What follows belongs to an exercise in optimizing a design on an open flow for small area, a short achievable clock period and few clock cycles per item; a production flow would make more cautious choices.
Only simulation tests tie the RTL to the original design; equivalence was not proved.

==> sierra <==
==> flow/design.v <==
package wupd_pkg;
    localparam int NUM_TAPS   = 8;
    localparam int ERR_W      = 14;
    localparam int REF_W      = 14;
    localparam int WEIGHT_W   = 16;
    localparam int PROD_W     = 28;
    localparam int NORM_W     = 32;
    localparam int NORM_SHIFT = 10;
    localparam int QUOT_W     = 27;
    typedef logic signed [ERR_W-1:0]    err_t;
    typedef logic signed [REF_W-1:0]    ref_t;
    typedef logic signed [WEIGHT_W-1:0] weight_t;
    typedef logic signed [PROD_W-1:0]   prod_t;
    typedef logic signed [NORM_W-1:0]   norm_t;
    typedef logic [$clog2(NUM_TAPS)-1:0] tap_idx_t;
    typedef ref_t    [NUM_TAPS-1:0] ref_vec_t;
    typedef weight_t [NUM_TAPS-1:0] weight_vec_t;
    typedef struct packed
    {
        prod_t   prod;       
        weight_t weight;     
    } div_req_t;
    typedef enum logic [1:0]
    {
        S_IDLE,
        S_MULT,
        S_DIV,
        S_WAIT
    } seq_state_t;
endpackage
`timescale 1ns/10ps
module weight_update_top
(
    input  logic                  clk,
    input  logic                  rstn,
    input  logic                  start,
    input  wupd_pkg::err_t        e,
    input  wupd_pkg::ref_vec_t    ref_vec,
    input  wupd_pkg::norm_t       n,
    output wupd_pkg::weight_vec_t weights,
    output logic                  busy,
    output logic                  done
);
    localparam int K  = 4;               
    localparam int NW = 26;              
    localparam int DW = 21;              
    localparam int XW = 18;              
    localparam int NI = (XW - 2) / K;    
    localparam int CW = $clog2(NI);
    localparam int TW = 20;              
    logic       accept;
    logic [3:0] ft;          
    logic       mv;          
    logic       m_en;
    logic       pv;          
    logic       dv;          
    logic       dtl;         
    logic [CW-1:0] cnt;        
    logic       wbv;         
    logic       wbl;         
    logic       dlast;
    logic       dload;
    logic       p_en;
    logic [CW-1:0] ld_cnt;      
    assign accept = start && !busy;
    assign dlast  = dv && (cnt == '0);
    assign dload  = pv && (!dv || dlast);
    assign p_en   = mv && (!pv || dload);
    assign m_en   = busy && !done && (!mv || p_en) && !ft[3];
    always_ff @(posedge clk or negedge rstn)
    begin
        if (!rstn)
        begin
            busy <= 1'b0;
            done <= 1'b0;
            ft   <= '0;
            mv   <= 1'b0;
            pv   <= 1'b0;
            dv   <= 1'b0;
            dtl  <= 1'b0;
            cnt  <= '0;
            wbv  <= 1'b0;
            wbl  <= 1'b0;
        end
        else
        begin
            done <= wbv && wbl;
            if (accept)
                busy <= 1'b1;
            else if (done)
                busy <= 1'b0;
            if (wbv && wbl)
                ft <= '0;
            else if (m_en)
                ft <= ft + 1'b1;
            if (m_en)
                mv <= 1'b1;
            else if (p_en)
                mv <= 1'b0;
            if (p_en)
                pv <= 1'b1;
            else if (dload)
                pv <= 1'b0;
            if (dload)
            begin
                dv  <= 1'b1;
                dtl <= ft[3] && !mv;
                cnt <= ld_cnt;
            end
            else if (dlast)
                dv <= 1'b0;
            else if (dv)
                cnt <= cnt - 1'b1;
            wbv <= dlast;
            wbl <= dlast && dtl;
        end
    end
    logic [3:0]  ft_nx;
    logic [13:0] r_sel;
    logic [13:0] em_q;
    logic [13:0] rx_q;       
    logic        rs_q;
    logic        sg_q;
    logic [DW-1:0] d_q;
    logic        dok_q;
    logic [TW-1:0] tm_q;    
    logic [8*14-1:0] ref_flat;
    assign ft_nx    = (wbv && wbl) ? 4'd0 : (ft + 4'(m_en));
    assign ref_flat = ref_vec;
    assign r_sel    = ref_flat[ft_nx[2:0]*14 +: 14];
    always_ff @(posedge clk)
    begin
        em_q  <= e[13] ? 14'(-e) : 14'(e);
        rx_q  <= r_sel ^ {14{r_sel[13]}};
        rs_q  <= r_sel[13];
        sg_q  <= e[13] ^ r_sel[13];
        d_q   <= n[30:10];
        dok_q <= !n[31] && (n[30:10] != '0);
        for (int k = 0; k < TW; k++)
            tm_q[k] <= ((n[30:10] >> (k + 1)) == '0);
    end
    logic [21:0]   mh_q;
    logic [5:0]    ml_q;
    logic          ms_q;
    logic          mneg_q;
    logic [NW-1:0] p_q;
    logic          pneg_q;
    logic [27:0]   prod;
    always_ff @(posedge clk)
    begin
        if (m_en)
        begin
            mh_q   <= {8'b0, em_q} * {14'b0, rx_q[13:6]};
            ml_q   <= rx_q[5:0];
            ms_q   <= rs_q;
            mneg_q <= sg_q;
        end
    end
    assign prod = {mh_q, 6'b0}
                + {14'b0, em_q} * {22'b0, ml_q}
                + (ms_q ? {14'b0, em_q} : 28'b0)
                + {27'b0, mneg_q};
    always_ff @(posedge clk)
    begin
        if (p_en)
        begin
            p_q    <= prod[NW:1];
            pneg_q <= mneg_q;
        end
    end
    logic [DW-1:0]       a_q;
    logic [XW-1:0]       x_q;
    logic                dneg_q;
    logic                dsat_q;
    logic [DW-1:0]       a_nx;
    logic [XW-1:0]       x_nx;
    logic [DW-1:0]       a_ld;
    logic [XW-1:0]       x_ld;
    logic                ld_sat;
    logic [DW+XW-1:0]    ax0;
    logic [DW+1:0] d3_q;
    always_ff @(posedge clk)
        d3_q <= {1'b0, d_q, 1'b0} + {2'b0, d_q};
    function automatic logic [DW+XW-1:0] r4_step(input logic [DW+XW-1:0] ax,
                                                  input logic [DW-1:0]    dd,
                                                  input logic [DW+1:0]    dv3);
        logic [DW-1:0] a;
        logic [XW-1:0] x;
        logic [DW+1:0] ash;
        logic [DW+2:0] t1;
        logic [DW+2:0] t2;
        logic [DW+2:0] t3;
        a = ax[DW+XW-1:XW];
        x = ax[XW-1:0];
        ash = {a, x[XW-1 -: 2]};
        t1  = {1'b0, ash} - {3'b0, dd};
        t2  = {1'b0, ash} - {2'b0, dd, 1'b0};
        t3  = {1'b0, ash} - {1'b0, dv3};
        if (!t3[DW+2])
            r4_step = {t3[DW-1:0], x[XW-3:0], 2'd3};
        else if (!t2[DW+2])
            r4_step = {t2[DW-1:0], x[XW-3:0], 2'd2};
        else if (!t1[DW+2])
            r4_step = {t1[DW-1:0], x[XW-3:0], 2'd1};
        else
            r4_step = {ash[DW-1:0], x[XW-3:0], 2'd0};
    endfunction
    always_comb
    begin
        logic ge;
        ld_cnt = '0;
        for (int c = 1; c < NI; c++)
        begin
            ge = 1'b0;
            for (int i = 2 + K * c; i < NW; i++)
                if (i - (2 + K * c) < TW)
                    ge = ge | (p_q[i] & tm_q[i - (2 + K * c)]);
            if (ge)
                ld_cnt = CW'(c);
        end
        ld_sat = 1'b0;
        for (int i = XW; i < NW; i++)
            ld_sat = ld_sat | (p_q[i] & tm_q[i - XW]);
    end
    always_comb
    begin
        ax0 = '0;
        for (int c = 0; c < NI; c++)
            if (ld_cnt == CW'(c))
                ax0 = (DW+XW)'({{(DW+XW-NW){1'b0}}, p_q} << (XW - 2 - K * (c + 1)));
    end
    assign {a_ld, x_ld} = r4_step(ax0, d_q, d3_q);
    always_comb
    begin
        logic [DW+XW-1:0] ax;
        ax = {a_q, x_q};
        for (int k = 0; k < K / 2; k++)
            ax = r4_step(ax, d_q, d3_q);
        {a_nx, x_nx} = ax;
    end
    always_ff @(posedge clk)
    begin
        if (dload)
        begin
            a_q    <= a_ld;
            x_q    <= x_ld;
            dneg_q <= pneg_q;
            dsat_q <= ld_sat;
        end
        else
        begin
            a_q <= a_nx;
            x_q <= x_nx;
        end
    end
    logic [XW-1:0]       wq_q;
    logic                wneg_q;
    logic                wsat_q;
    logic [8*16-1:0]     ring;
    logic signed [15:0]  w0;
    logic signed [XW+1:0] sum;
    logic [15:0]         wres;
    localparam logic signed [XW+1:0] S_MAX = 32767;
    localparam logic signed [XW+1:0] S_MIN = -32768;
    always_ff @(posedge clk)
    begin
        wq_q   <= x_nx;
        wneg_q <= dneg_q;
        wsat_q <= dsat_q;
    end
    assign w0  = ring[15:0];
    assign sum = wneg_q ? ((XW+2)'(w0) - (XW+2)'({2'b00, wq_q}))
                        : ((XW+2)'(w0) + (XW+2)'({2'b00, wq_q}));
    always_comb
    begin
        if (!dok_q)
            wres = w0;
        else if (wsat_q)
            wres = wneg_q ? 16'h8000 : 16'h7fff;
        else if (sum > S_MAX)
            wres = 16'h7fff;
        else if (sum < S_MIN)
            wres = 16'h8000;
        else
            wres = sum[15:0];
    end
    always_ff @(posedge clk or negedge rstn)
    begin
        if (!rstn)
        begin
            ring <= '0;
        end
        else if (wbv)
        begin
            ring <= {wres, ring[8*16-1:16]};
        end
    end
    assign weights = ring;
endmodule
==> flow/run.sh <==
#!/bin/bash
# synth_recipe.tcl (not shown) runs the flow's synth.tcl, then flattens the netlist and writes it again
# the make line also repeats each setting of config.mk as NAME=value (left out here)
make -C /OpenROAD-flow-scripts/flow DESIGN_CONFIG=/design/flow/config.mk WORK_HOME=/design/flow/orfs CLKGATE_MAP_FILE= SYNTH_SCRIPT=/design/flow/synth_recipe.tcl finish
==> flow/config.mk <==
export PLATFORM = sky130hd
export DESIGN_NAME = weight_update_top
export DESIGN_NICKNAME = weight_update_top
export VERILOG_FILES = /design/flow/design.v
export SDC_FILE = /design/flow/constraint.sdc
export NUM_CORES = 4
export LEC_CHECK = 0
export ABC_AREA = 1
export CAP_MARGIN = 20
export CORE_MARGIN = 2
export CORE_UTILIZATION = 40
export SETUP_SLACK_MARGIN = 3.5
export SLEW_MARGIN = 20
export TNS_END_PERCENT = 100
==> flow/constraint.sdc <==
create_clock -name core_clock -period 10.0 [get_ports {clk}]
set_input_delay 2.0000 -clock core_clock [delete_from_list [all_inputs] [get_ports {clk}]]
set_output_delay 2.0000 -clock core_clock [all_outputs]
set_load 0.01 [all_outputs]
==> inputs of nickel, as changes to sierra <==
==> flow/design.v, changed modules only <==
module weight_update_top
(
    input  logic                  clk,
    input  logic                  rstn,
    input  logic                  start,
    input  wupd_pkg::err_t        e,
    input  wupd_pkg::ref_vec_t    ref_vec,
    input  wupd_pkg::norm_t       n,
    output wupd_pkg::weight_vec_t weights,
    output logic                  busy,
    output logic                  done
);
    localparam int K  = 2;               
    localparam int NW = 26;              
    localparam int DW = 21;              
    localparam int XW = 18;              
    localparam int NI = XW / K;          
    localparam int CW = $clog2(NI);
    logic       accept;
    logic [3:0] ft;          
    logic       mv;          
    logic       m_en;
    logic       pv;          
    logic       dv;          
    logic       dtl;         
    logic [CW-1:0] cnt;        
    logic       wbv;         
    logic       wbl;         
    logic       dlast;
    logic       dload;
    logic       p_en;
    logic [CW-1:0] ld_cnt;      
    assign accept = start && !busy;
    assign dlast  = dv && (cnt == '0);
    assign dload  = pv && (!dv || dlast);
    assign p_en   = mv && (!pv || dload);
    assign m_en   = busy && !done && (!mv || p_en) && !ft[3];
    always_ff @(posedge clk or negedge rstn)
    begin
        if (!rstn)
        begin
            busy <= 1'b0;
            done <= 1'b0;
            ft   <= '0;
            mv   <= 1'b0;
            pv   <= 1'b0;
            dv   <= 1'b0;
            dtl  <= 1'b0;
            cnt  <= '0;
            wbv  <= 1'b0;
            wbl  <= 1'b0;
        end
        else
        begin
            done <= wbv && wbl;
            if (accept)
                busy <= 1'b1;
            else if (done)
                busy <= 1'b0;
            if (wbv && wbl)
                ft <= '0;
            else if (m_en)
                ft <= ft + 1'b1;
            if (m_en)
                mv <= 1'b1;
            else if (p_en)
                mv <= 1'b0;
            if (p_en)
                pv <= 1'b1;
            else if (dload)
                pv <= 1'b0;
            if (dload)
            begin
                dv  <= 1'b1;
                dtl <= ft[3] && !mv;
                cnt <= ld_cnt;
            end
            else if (dlast)
                dv <= 1'b0;
            else if (dv)
                cnt <= cnt - 1'b1;
            wbv <= dlast;
            wbl <= dlast && dtl;
        end
    end
    logic [3:0]  ft_nx;
    logic [13:0] r_sel;
    logic [13:0] em_q;
    logic [13:0] rx_q;       
    logic        rs_q;
    logic        sg_q;
    logic [DW-1:0] d_q;
    logic        dok_q;
    logic [4:0]  dbl_q;
    logic [4:0]  dbl;
    logic [8*14-1:0] ref_flat;
    assign ft_nx    = (wbv && wbl) ? 4'd0 : (ft + 4'(m_en));
    assign ref_flat = ref_vec;
    assign r_sel    = ref_flat[ft_nx[2:0]*14 +: 14];
    always_comb
    begin
        dbl = '0;
        for (int i = 0; i < DW; i++)
            if (n[10 + i])
                dbl = 5'(i + 1);
    end
    always_ff @(posedge clk)
    begin
        em_q  <= e[13] ? 14'(-e) : 14'(e);
        rx_q  <= r_sel ^ {14{r_sel[13]}};
        rs_q  <= r_sel[13];
        sg_q  <= e[13] ^ r_sel[13];
        d_q   <= n[30:10];
        dok_q <= !n[31] && (n[30:10] != '0);
        dbl_q <= dbl;
    end
    logic [21:0]   mh_q;
    logic [5:0]    ml_q;
    logic          ms_q;
    logic          mneg_q;
    logic [NW-1:0] p_q;
    logic          pneg_q;
    logic [27:0]   prod;
    always_ff @(posedge clk)
    begin
        if (m_en)
        begin
            mh_q   <= {8'b0, em_q} * {14'b0, rx_q[13:6]};
            ml_q   <= rx_q[5:0];
            ms_q   <= rs_q;
            mneg_q <= sg_q;
        end
    end
    assign prod = {mh_q, 6'b0}
                + {14'b0, em_q} * {22'b0, ml_q}
                + (ms_q ? {14'b0, em_q} : 28'b0)
                + {27'b0, mneg_q};
    always_ff @(posedge clk)
    begin
        if (p_en)
        begin
            p_q    <= prod[NW:1];
            pneg_q <= mneg_q;
        end
    end
    logic [4:0]          nbl;
    logic signed [6:0]   j0;
    logic                ld_sat;
    logic [DW+XW-1:0]    ax0;
    always_comb
    begin
        nbl = '0;
        for (int i = 0; i < NW; i++)
            if (p_q[i])
                nbl = 5'(i + 1);
    end
    assign j0 = 7'(nbl) - 7'(dbl_q);
    always_comb
    begin
        ld_cnt = '0;
        for (int c = 1; c < NI; c++)
            if (!j0[6] && (j0[5:0] >= 6'(K * c)))
                ld_cnt = CW'(c);
        ld_sat = !j0[6] && (j0[5:0] >= 6'(XW));
    end
    always_comb
    begin
        ax0 = '0;
        for (int c = 0; c < NI; c++)
            if (ld_cnt == CW'(c))
                ax0 = (DW+XW)'({{(DW+XW-NW){1'b0}}, p_q} << (XW - K * (c + 1)));
    end
    logic [DW-1:0] a_q;
    logic [XW-1:0] x_q;
    logic          dneg_q;
    logic          dsat_q;
    logic [DW-1:0] a_nx;
    logic [XW-1:0] x_nx;
    always_comb
    begin
        logic [DW:0] ash;
        logic [DW:0] dif;
        a_nx = a_q;
        x_nx = x_q;
        for (int k = 0; k < K; k++)
        begin
            ash = {a_nx, x_nx[XW-1]};
            dif = ash - {1'b0, d_q};
            if (!dif[DW])
            begin
                a_nx = dif[DW-1:0];
                x_nx = {x_nx[XW-2:0], 1'b1};
            end
            else
            begin
                a_nx = ash[DW-1:0];
                x_nx = {x_nx[XW-2:0], 1'b0};
            end
        end
    end
    always_ff @(posedge clk)
    begin
        if (dload)
        begin
            {a_q, x_q} <= ax0;
            dneg_q     <= pneg_q;
            dsat_q     <= ld_sat;
        end
        else
        begin
            a_q <= a_nx;
            x_q <= x_nx;
        end
    end
    logic [XW-1:0]       wq_q;
    logic                wneg_q;
    logic                wsat_q;
    logic [8*16-1:0]     ring;
    logic signed [15:0]  w0;
    logic signed [XW+1:0] sum;
    logic [15:0]         wres;
    localparam logic signed [XW+1:0] S_MAX = 32767;
    localparam logic signed [XW+1:0] S_MIN = -32768;
    always_ff @(posedge clk)
    begin
        wq_q   <= x_nx;
        wneg_q <= dneg_q;
        wsat_q <= dsat_q;
    end
    assign w0  = ring[15:0];
    assign sum = wneg_q ? ((XW+2)'(w0) - (XW+2)'({2'b00, wq_q}))
                        : ((XW+2)'(w0) + (XW+2)'({2'b00, wq_q}));
    always_comb
    begin
        if (!dok_q)
            wres = w0;
        else if (wsat_q)
            wres = wneg_q ? 16'h8000 : 16'h7fff;
        else if (sum > S_MAX)
            wres = 16'h7fff;
        else if (sum < S_MIN)
            wres = 16'h8000;
        else
            wres = sum[15:0];
    end
    always_ff @(posedge clk or negedge rstn)
    begin
        if (!rstn)
        begin
            ring <= '0;
        end
        else if (wbv)
        begin
            ring <= {wres, ring[8*16-1:16]};
        end
    end
    assign weights = ring;
endmodule
--- a/flow/config.mk
+++ b/flow/config.mk
@@ -11,3 +11,3 @@
 export CORE_UTILIZATION = 40
-export SETUP_SLACK_MARGIN = 3.5
+export SETUP_SLACK_MARGIN = 5
 export SLEW_MARGIN = 20
==> results.txt <==
- Against nickel, the global-route usage of sierra is higher by 4.4 points.
- Against sierra, the final cell count of nickel is smaller by about 30%.
- Of sierra and nickel, nickel has the higher register-to-register slack (gap 1400 ps).
- Against nickel, the core utilization of sierra is lower by 3.2 points.
- In nickel the sequential share of layout area is higher than in sierra, by 4.4 points.
==> figures <==
Wire length on met3: sierra 7650 um; nickel 3930 um
Highest cell delay on the worst timing path: sierra 1080 ps; nickel 540 ps
Multi-Input Combinational: sierra 3648; nickel 2222
Nonclk inv count: sierra 677; nickel 525
Final worst path period share: sierra 62.5%; nickel 48.6%
Fraction of layout instances using a drive strength above 1: sierra 4.35%; nickel 7.54%
Run status: sierra finished clean; nickel finished clean
Unrepaired setup endpoints after global routing: sierra false; nickel true
RR Endpoint: sierra a_q[9]$_DFF_P_; nickel p_q[24]$_DFFE_PP_
Horizontal die dimension: sierra 297 um; nickel 252 um
Required time worst endpoint: sierra 10520 ps; nickel 10320 ps
Testbench counts of sierra, summed over its fixed seeds: cycles 6,316, updates 384.
Testbench counts of nickel, summed over its fixed seeds: cycles 10,893, updates 384.

==> separate check: timing with driven ports <==
No port has a modelled driver above. Below, the same layouts with a new extraction and two added sets of constraints.
Step 1 (the two cells are an assumption about what drives the block):
set clk [get_ports {clk}]
set_driving_cell -lib_cell sky130_fd_sc_hd__clkbuf_16 $clk
set_driving_cell -lib_cell sky130_fd_sc_hd__buf_2 [delete_from_list [all_inputs] $clk]
Step 2 also shifts input and output timing later by t, the mid clock arrival at the registers, as if the neighbouring blocks saw the same clock.
a / b / c = ideal ports / drivers / drivers and shift; a / b = the first two.
run	t, ns	setup WS [ns]	hold slack, ns	latest minus earliest clock arrival (ns)	slew at the worst register clock pin (ns)
sierra	0.653	3.753 / 3.753 / 3.753	0.302 / 0.302 / 0.302	0.051 / 0.051	0.07 / 0.07
nickel	0.629	5.141 / 5.141 / 5.141	0.342 / 0.342 / 0.342	0.021 / 0.021	0.06 / 0.06
After both steps every run listed still meets setup and hold.
